Background: an optimization exercise with open tools, aiming at small area, a short achievable clock period and few clock cycles per item. Do not read the settings as production practice.

==> flow/design.v <==
package kom_pkg;
	localparam int CAPACITY = 16;
	localparam int SLOT_W   = $clog2(CAPACITY);
	localparam int CNT_W    = $clog2(CAPACITY + 1);
	localparam int KEY_W    = 16;
	localparam int STAT_W   = 3;
	localparam logic [1:0] MODE_INSERT = 2'd0;
	localparam logic [1:0] MODE_REMOVE = 2'd1;
	localparam logic [1:0] MODE_LEADER = 2'd2;
	localparam logic [1:0] MODE_LOOKUP = 2'd3;
	localparam logic [STAT_W-1:0] STAT_OK     = 3'd0;
	localparam logic [STAT_W-1:0] STAT_DUP    = 3'd1;
	localparam logic [STAT_W-1:0] STAT_ABSENT = 3'd2;
	localparam logic [STAT_W-1:0] STAT_EMPTY  = 3'd3;
	localparam logic [STAT_W-1:0] STAT_FULL   = 3'd4;
endpackage
module kom_ctrl (
	input  logic                      clk,
	input  logic                      arst_n,
	input  logic                      in_valid,
	output logic                      in_ready,
	input  logic [1:0]                mode,
	input  logic [kom_pkg::KEY_W-1:0] member_id,
	input  logic                      exec,
	output logic                      b_take,
	output logic [kom_pkg::KEY_W-1:0] nxt_key,
	output logic                      b_valid,
	output logic [1:0]                b_mode,
	output logic [kom_pkg::KEY_W-1:0] b_key
);
	localparam int KEY_W = kom_pkg::KEY_W;
	logic             b_v_q;
	logic [1:0]       b_mode_q;
	logic [KEY_W-1:0] b_key_q;
	logic             s_v_q;
	logic [1:0]       s_mode_q;
	logic [KEY_W-1:0] s_key_q;
	logic             acc;
	logic [1:0]       nxt_mode;
	assign in_ready = !s_v_q;
	assign acc      = in_valid && !s_v_q;
	assign b_take   = !b_v_q || exec;
	assign nxt_mode = s_v_q ? s_mode_q : mode;
	assign nxt_key  = s_v_q ? s_key_q : member_id;
	always_ff @(posedge clk or negedge arst_n) begin
		if (!arst_n) begin
			b_v_q <= 1'b0;
			s_v_q <= 1'b0;
		end else begin
			if (b_take) begin
				b_v_q <= s_v_q || acc;
				s_v_q <= 1'b0;
			end else if (acc) begin
				s_v_q <= 1'b1;
			end
		end
	end
	always_ff @(posedge clk) begin
		if (b_take) begin
			b_mode_q <= nxt_mode;
			b_key_q  <= nxt_key;
		end
		if (!s_v_q) begin
			s_mode_q <= mode;
			s_key_q  <= member_id;
		end
	end
	assign b_valid = b_v_q;
	assign b_mode  = b_mode_q;
	assign b_key   = b_key_q;
endmodule
module kom_dp (
	input  logic                       clk,
	input  logic                       arst_n,
	input  logic                       b_valid,
	input  logic [1:0]                 b_mode,
	input  logic [kom_pkg::KEY_W-1:0]  b_key,
	input  logic                       b_take,
	input  logic [kom_pkg::KEY_W-1:0]  nxt_key,
	output logic                       exec,
	output logic                       out_valid,
	input  logic                       out_ready,
	output logic [kom_pkg::STAT_W-1:0] status,
	output logic                       leader_valid,
	output logic [kom_pkg::KEY_W-1:0]  leader_id,
	output logic [kom_pkg::CNT_W-1:0]  group_size
);
	localparam int CAPACITY = kom_pkg::CAPACITY;
	localparam int CNT_W = kom_pkg::CNT_W;
	localparam int KEY_W = kom_pkg::KEY_W;
	localparam int STAT_W = kom_pkg::STAT_W;
	logic [KEY_W-1:0]    key_q [CAPACITY];
	logic [CAPACITY-1:0] v_q;
	logic [CNT_W-1:0]    cnt_q;
	logic [STAT_W-1:0]   status_q;
	logic                out_valid_q;
	logic [CAPACITY-1:0] hit;
	logic [CAPACITY-1:0] at_or_above;
	logic [CAPACITY-1:0] shift;
	logic [CAPACITY-1:0] load;
	logic                found;
	logic                is_ins, is_rem, is_ldr;
	logic                grow, shrink;
	logic [STAT_W-1:0]   dec_status;
	assign exec = b_valid && (!out_valid_q || out_ready);
	logic [CAPACITY-1:0] eq_q;
	logic [CAPACITY-1:0] eq_new;
	logic [CAPACITY-1:0] eq_d;
	logic                same_new;
	always_comb begin
		for (int i = 0; i < CAPACITY; i++) begin
			eq_new[i] = (key_q[i] == nxt_key);
		end
		same_new = (b_key == nxt_key);
		for (int i = 0; i < CAPACITY; i++) begin
			eq_d[i] = (load[i] && same_new) ||
			          (shift[i] && (i < CAPACITY - 1) && eq_new[(i < CAPACITY - 1) ? i+1 : i]) ||
			          (!load[i] && !shift[i] && eq_new[i]);
		end
	end
	always_ff @(posedge clk) begin
		if (b_take) begin
			eq_q <= eq_d;
		end
	end
	always_comb begin
		for (int i = 0; i < CAPACITY; i++) begin
			hit[i] = v_q[i] && eq_q[i];
		end
		at_or_above[0] = hit[0];
		for (int i = 1; i < CAPACITY; i++) begin
			at_or_above[i] = at_or_above[i-1] || hit[i];
		end
	end
	assign found  = |hit;
	assign is_ins = (b_mode == kom_pkg::MODE_INSERT);
	assign is_rem = (b_mode == kom_pkg::MODE_REMOVE);
	assign is_ldr = (b_mode == kom_pkg::MODE_LEADER);
	assign grow   = is_ins && !found && !v_q[CAPACITY-1];
	assign shrink = (is_rem && found) || (is_ldr && v_q[0]);
	always_comb begin
		for (int i = 0; i < CAPACITY; i++) begin
			shift[i] = exec && ((is_rem && at_or_above[i]) || is_ldr);
			load[i]  = exec && is_ins && !found && !v_q[i] && ((i == 0) || v_q[(i == 0) ? 0 : i-1]);
		end
	end
	logic [CNT_W-1:0] cnt_up, cnt_dn, cnt_d;
	logic             do_grow, do_shrink;
	assign cnt_up    = cnt_q + 1'b1;
	assign cnt_dn    = cnt_q - 1'b1;
	assign do_grow   = exec && grow;
	assign do_shrink = exec && shrink;
	assign cnt_d     = ({CNT_W{do_grow}} & cnt_up) | ({CNT_W{do_shrink}} & cnt_dn) |
	                   ({CNT_W{!do_grow && !do_shrink}} & cnt_q);
	always_comb begin
		dec_status = kom_pkg::STAT_OK;
		case (b_mode)
			kom_pkg::MODE_INSERT: begin
				if (found) dec_status = kom_pkg::STAT_DUP;
				else if (v_q[CAPACITY-1]) dec_status = kom_pkg::STAT_FULL;
			end
			kom_pkg::MODE_REMOVE: if (!found) dec_status = kom_pkg::STAT_ABSENT;
			kom_pkg::MODE_LEADER: if (!v_q[0]) dec_status = kom_pkg::STAT_EMPTY;
			default:              if (!found) dec_status = kom_pkg::STAT_ABSENT;
		endcase
	end
	logic [KEY_W-1:0] key_d [CAPACITY];
	always_comb begin
		for (int i = 0; i < CAPACITY; i++) begin
			key_d[i] = ({KEY_W{!(load[i] || shift[i])}} & key_q[i]) |
			           ({KEY_W{load[i]}} & b_key);
			if (i == 0) begin
				key_d[i] = key_d[i] | ({KEY_W{shift[i] && v_q[1]}} & key_q[1]);
			end else if (i < CAPACITY - 1) begin
				key_d[i] = key_d[i] | ({KEY_W{shift[i]}} & key_q[(i < CAPACITY - 1) ? i+1 : i]);
			end
		end
	end
	always_ff @(posedge clk or negedge arst_n) begin
		if (!arst_n) begin
			key_q[0] <= '0;
		end else begin
			key_q[0] <= key_d[0];
		end
	end
	for (genvar i = 1; i < CAPACITY; i++) begin : g_slot
		always_ff @(posedge clk) begin
			key_q[i] <= key_d[i];
		end
	end
	always_ff @(posedge clk or negedge arst_n) begin
		if (!arst_n) begin
			v_q         <= '0;
			cnt_q       <= '0;
			out_valid_q <= 1'b0;
		end else begin
			for (int i = 0; i < CAPACITY; i++) begin
				if (load[i]) begin
					v_q[i] <= 1'b1;
				end else if (shift[i]) begin
					v_q[i] <= (i == CAPACITY - 1) ? 1'b0 : v_q[(i == CAPACITY - 1) ? i : i+1];
				end
			end
			cnt_q <= cnt_d;
			if (exec) begin
				out_valid_q <= 1'b1;
			end else if (out_ready) begin
				out_valid_q <= 1'b0;
			end
		end
	end
	always_ff @(posedge clk) begin
		if (exec) begin
			status_q <= dec_status;
		end
	end
	assign out_valid    = out_valid_q;
	assign status       = status_q;
	assign leader_valid = v_q[0];
	assign leader_id    = key_q[0];
	assign group_size   = cnt_q;
endmodule
module keyed_ordered_member_list_top (
	input  logic                       clk,
	input  logic                       arst_n,
	input  logic                       in_valid,
	output logic                       in_ready,
	input  logic [1:0]                 mode,
	input  logic [kom_pkg::KEY_W-1:0]  member_id,
	output logic                       out_valid,
	input  logic                       out_ready,
	output logic [kom_pkg::STAT_W-1:0] status,
	output logic                       leader_valid,
	output logic [kom_pkg::KEY_W-1:0]  leader_id,
	output logic [kom_pkg::CNT_W-1:0]  group_size
);
	logic                      exec;
	logic                      b_valid;
	logic [1:0]                b_mode;
	logic [kom_pkg::KEY_W-1:0] b_key;
	logic                      b_take;
	logic [kom_pkg::KEY_W-1:0] nxt_key;
	kom_ctrl u_ctrl (
		.clk       (clk),
		.arst_n    (arst_n),
		.in_valid  (in_valid),
		.in_ready  (in_ready),
		.mode      (mode),
		.member_id (member_id),
		.exec      (exec),
		.b_take    (b_take),
		.nxt_key   (nxt_key),
		.b_valid   (b_valid),
		.b_mode    (b_mode),
		.b_key     (b_key)
	);
	kom_dp u_dp (
		.clk          (clk),
		.arst_n       (arst_n),
		.b_valid      (b_valid),
		.b_mode       (b_mode),
		.b_key        (b_key),
		.b_take       (b_take),
		.nxt_key      (nxt_key),
		.exec         (exec),
		.out_valid    (out_valid),
		.out_ready    (out_ready),
		.status       (status),
		.leader_valid (leader_valid),
		.leader_id    (leader_id),
		.group_size   (group_size)
	);
endmodule
==> flow/config.mk <==
export PLATFORM = sky130hd
export DESIGN_NAME = keyed_ordered_member_list_top
export DESIGN_NICKNAME = keyed_ordered_member_list_top
export VERILOG_FILES = /design/flow/design.v
export SDC_FILE = /design/flow/constraint.sdc
export NUM_CORES = 4
export LEC_CHECK = 0
export CAP_MARGIN = 20
export CORE_MARGIN = 2
export CORE_UTILIZATION = 40
export SLEW_MARGIN = 20
==> flow/constraint.sdc <==
create_clock -name core_clock -period 10.0 [get_ports {clk}]
set_input_delay 2.0000 -clock core_clock [delete_from_list [all_inputs] [get_ports {clk}]]
set_output_delay 2.0000 -clock core_clock [all_outputs]
set_load 0.01 [all_outputs]
run.sh (not shown) runs the stock make flow with config.mk's settings and CLKGATE_MAP_FILE= SYNTH_SCRIPT=/design/flow/synth_recipe.tcl, a recipe that flattens the netlist after the stock synthesis.
Next try:
--- a/flow/design.v
+++ b/flow/design.v
@@ -23,6 +23,4 @@
 	input  logic [kom_pkg::KEY_W-1:0] member_id,
 	input  logic                      exec,
-	output logic                      b_take,
-	output logic [kom_pkg::KEY_W-1:0] nxt_key,
 	output logic                      b_valid,
 	output logic [1:0]                b_mode,
@@ -36,11 +34,9 @@
 	logic [1:0]       s_mode_q;
 	logic [KEY_W-1:0] s_key_q;
-	logic             acc;
-	logic [1:0]       nxt_mode;
+	logic acc;
+	logic b_take;
 	assign in_ready = !s_v_q;
 	assign acc      = in_valid && !s_v_q;
 	assign b_take   = !b_v_q || exec;
-	assign nxt_mode = s_v_q ? s_mode_q : mode;
-	assign nxt_key  = s_v_q ? s_key_q : member_id;
 	always_ff @(posedge clk or negedge arst_n) begin
 		if (!arst_n) begin
@@ -58,6 +54,11 @@
 	always_ff @(posedge clk) begin
 		if (b_take) begin
-			b_mode_q <= nxt_mode;
-			b_key_q  <= nxt_key;
+			if (s_v_q) begin
+				b_mode_q <= s_mode_q;
+				b_key_q  <= s_key_q;
+			end else begin
+				b_mode_q <= mode;
+				b_key_q  <= member_id;
+			end
 		end
 		if (!s_v_q) begin
@@ -76,6 +77,4 @@
 	input  logic [1:0]                 b_mode,
 	input  logic [kom_pkg::KEY_W-1:0]  b_key,
-	input  logic                       b_take,
-	input  logic [kom_pkg::KEY_W-1:0]  nxt_key,
 	output logic                       exec,
 	output logic                       out_valid,
@@ -104,27 +103,7 @@
 	logic [STAT_W-1:0]   dec_status;
 	assign exec = b_valid && (!out_valid_q || out_ready);
-	logic [CAPACITY-1:0] eq_q;
-	logic [CAPACITY-1:0] eq_new;
-	logic [CAPACITY-1:0] eq_d;
-	logic                same_new;
 	always_comb begin
 		for (int i = 0; i < CAPACITY; i++) begin
-			eq_new[i] = (key_q[i] == nxt_key);
-		end
-		same_new = (b_key == nxt_key);
-		for (int i = 0; i < CAPACITY; i++) begin
-			eq_d[i] = (load[i] && same_new) ||
-			          (shift[i] && (i < CAPACITY - 1) && eq_new[(i < CAPACITY - 1) ? i+1 : i]) ||
-			          (!load[i] && !shift[i] && eq_new[i]);
-		end
-	end
-	always_ff @(posedge clk) begin
-		if (b_take) begin
-			eq_q <= eq_d;
-		end
-	end
-	always_comb begin
-		for (int i = 0; i < CAPACITY; i++) begin
-			hit[i] = v_q[i] && eq_q[i];
+			hit[i] = v_q[i] && (key_q[i] == b_key);
 		end
 		at_or_above[0] = hit[0];
@@ -239,6 +218,4 @@
 	logic [1:0]                b_mode;
 	logic [kom_pkg::KEY_W-1:0] b_key;
-	logic                      b_take;
-	logic [kom_pkg::KEY_W-1:0] nxt_key;
 	kom_ctrl u_ctrl (
 		.clk       (clk),
@@ -249,6 +226,4 @@
 		.member_id (member_id),
 		.exec      (exec),
-		.b_take    (b_take),
-		.nxt_key   (nxt_key),
 		.b_valid   (b_valid),
 		.b_mode    (b_mode),
@@ -261,6 +236,4 @@
 		.b_mode       (b_mode),
 		.b_key        (b_key),
-		.b_take       (b_take),
-		.nxt_key      (nxt_key),
 		.exec         (exec),
 		.out_valid    (out_valid),
Result:
- wire length goes down by 9.0%
- sequential cell count came out lower by 16
- global-route usage falls by 2.0 points
- final area shrinks by 2.1%
- critical path depth went up by 3
Function was not checked in any run of this note: the RTL went through the layout flow alone.

port drivers added, routing unchanged:
Ports are ideal in the flow. The routed layouts listed here were re-timed in OpenROAD.
Step 1 sets driving cells, clkbuf_16 on the clock port and buf_2 on the other inputs (assumed; they add their load-dependent delay and slew).
Step 2 adds t to the input delays and takes it off the output delays; t is the mean of the earliest and latest rising clock arrival at the registers after step 1. Input paths then give back, and output paths get back, about the clock's delay inside the block.
a / b / c = ideal ports / drivers / drivers and shift; a / b = the first two.
| run | t (ns) | setup WS [ns] | hold WS [ns] |
|---|---|---|---|
| the first run | 0.570 | 4.825 / 4.842 / 4.272 | 0.466 / 0.466 / 0.466 |
| the second run | 0.593 | 5.081 / 5.081 / 4.685 | 0.469 / 0.469 / 0.469 |
After both steps every run listed still meets setup and hold. The setup slack of the first run, which loses most, moves by +0.017 ns with the drivers and by -0.553 ns with both steps.
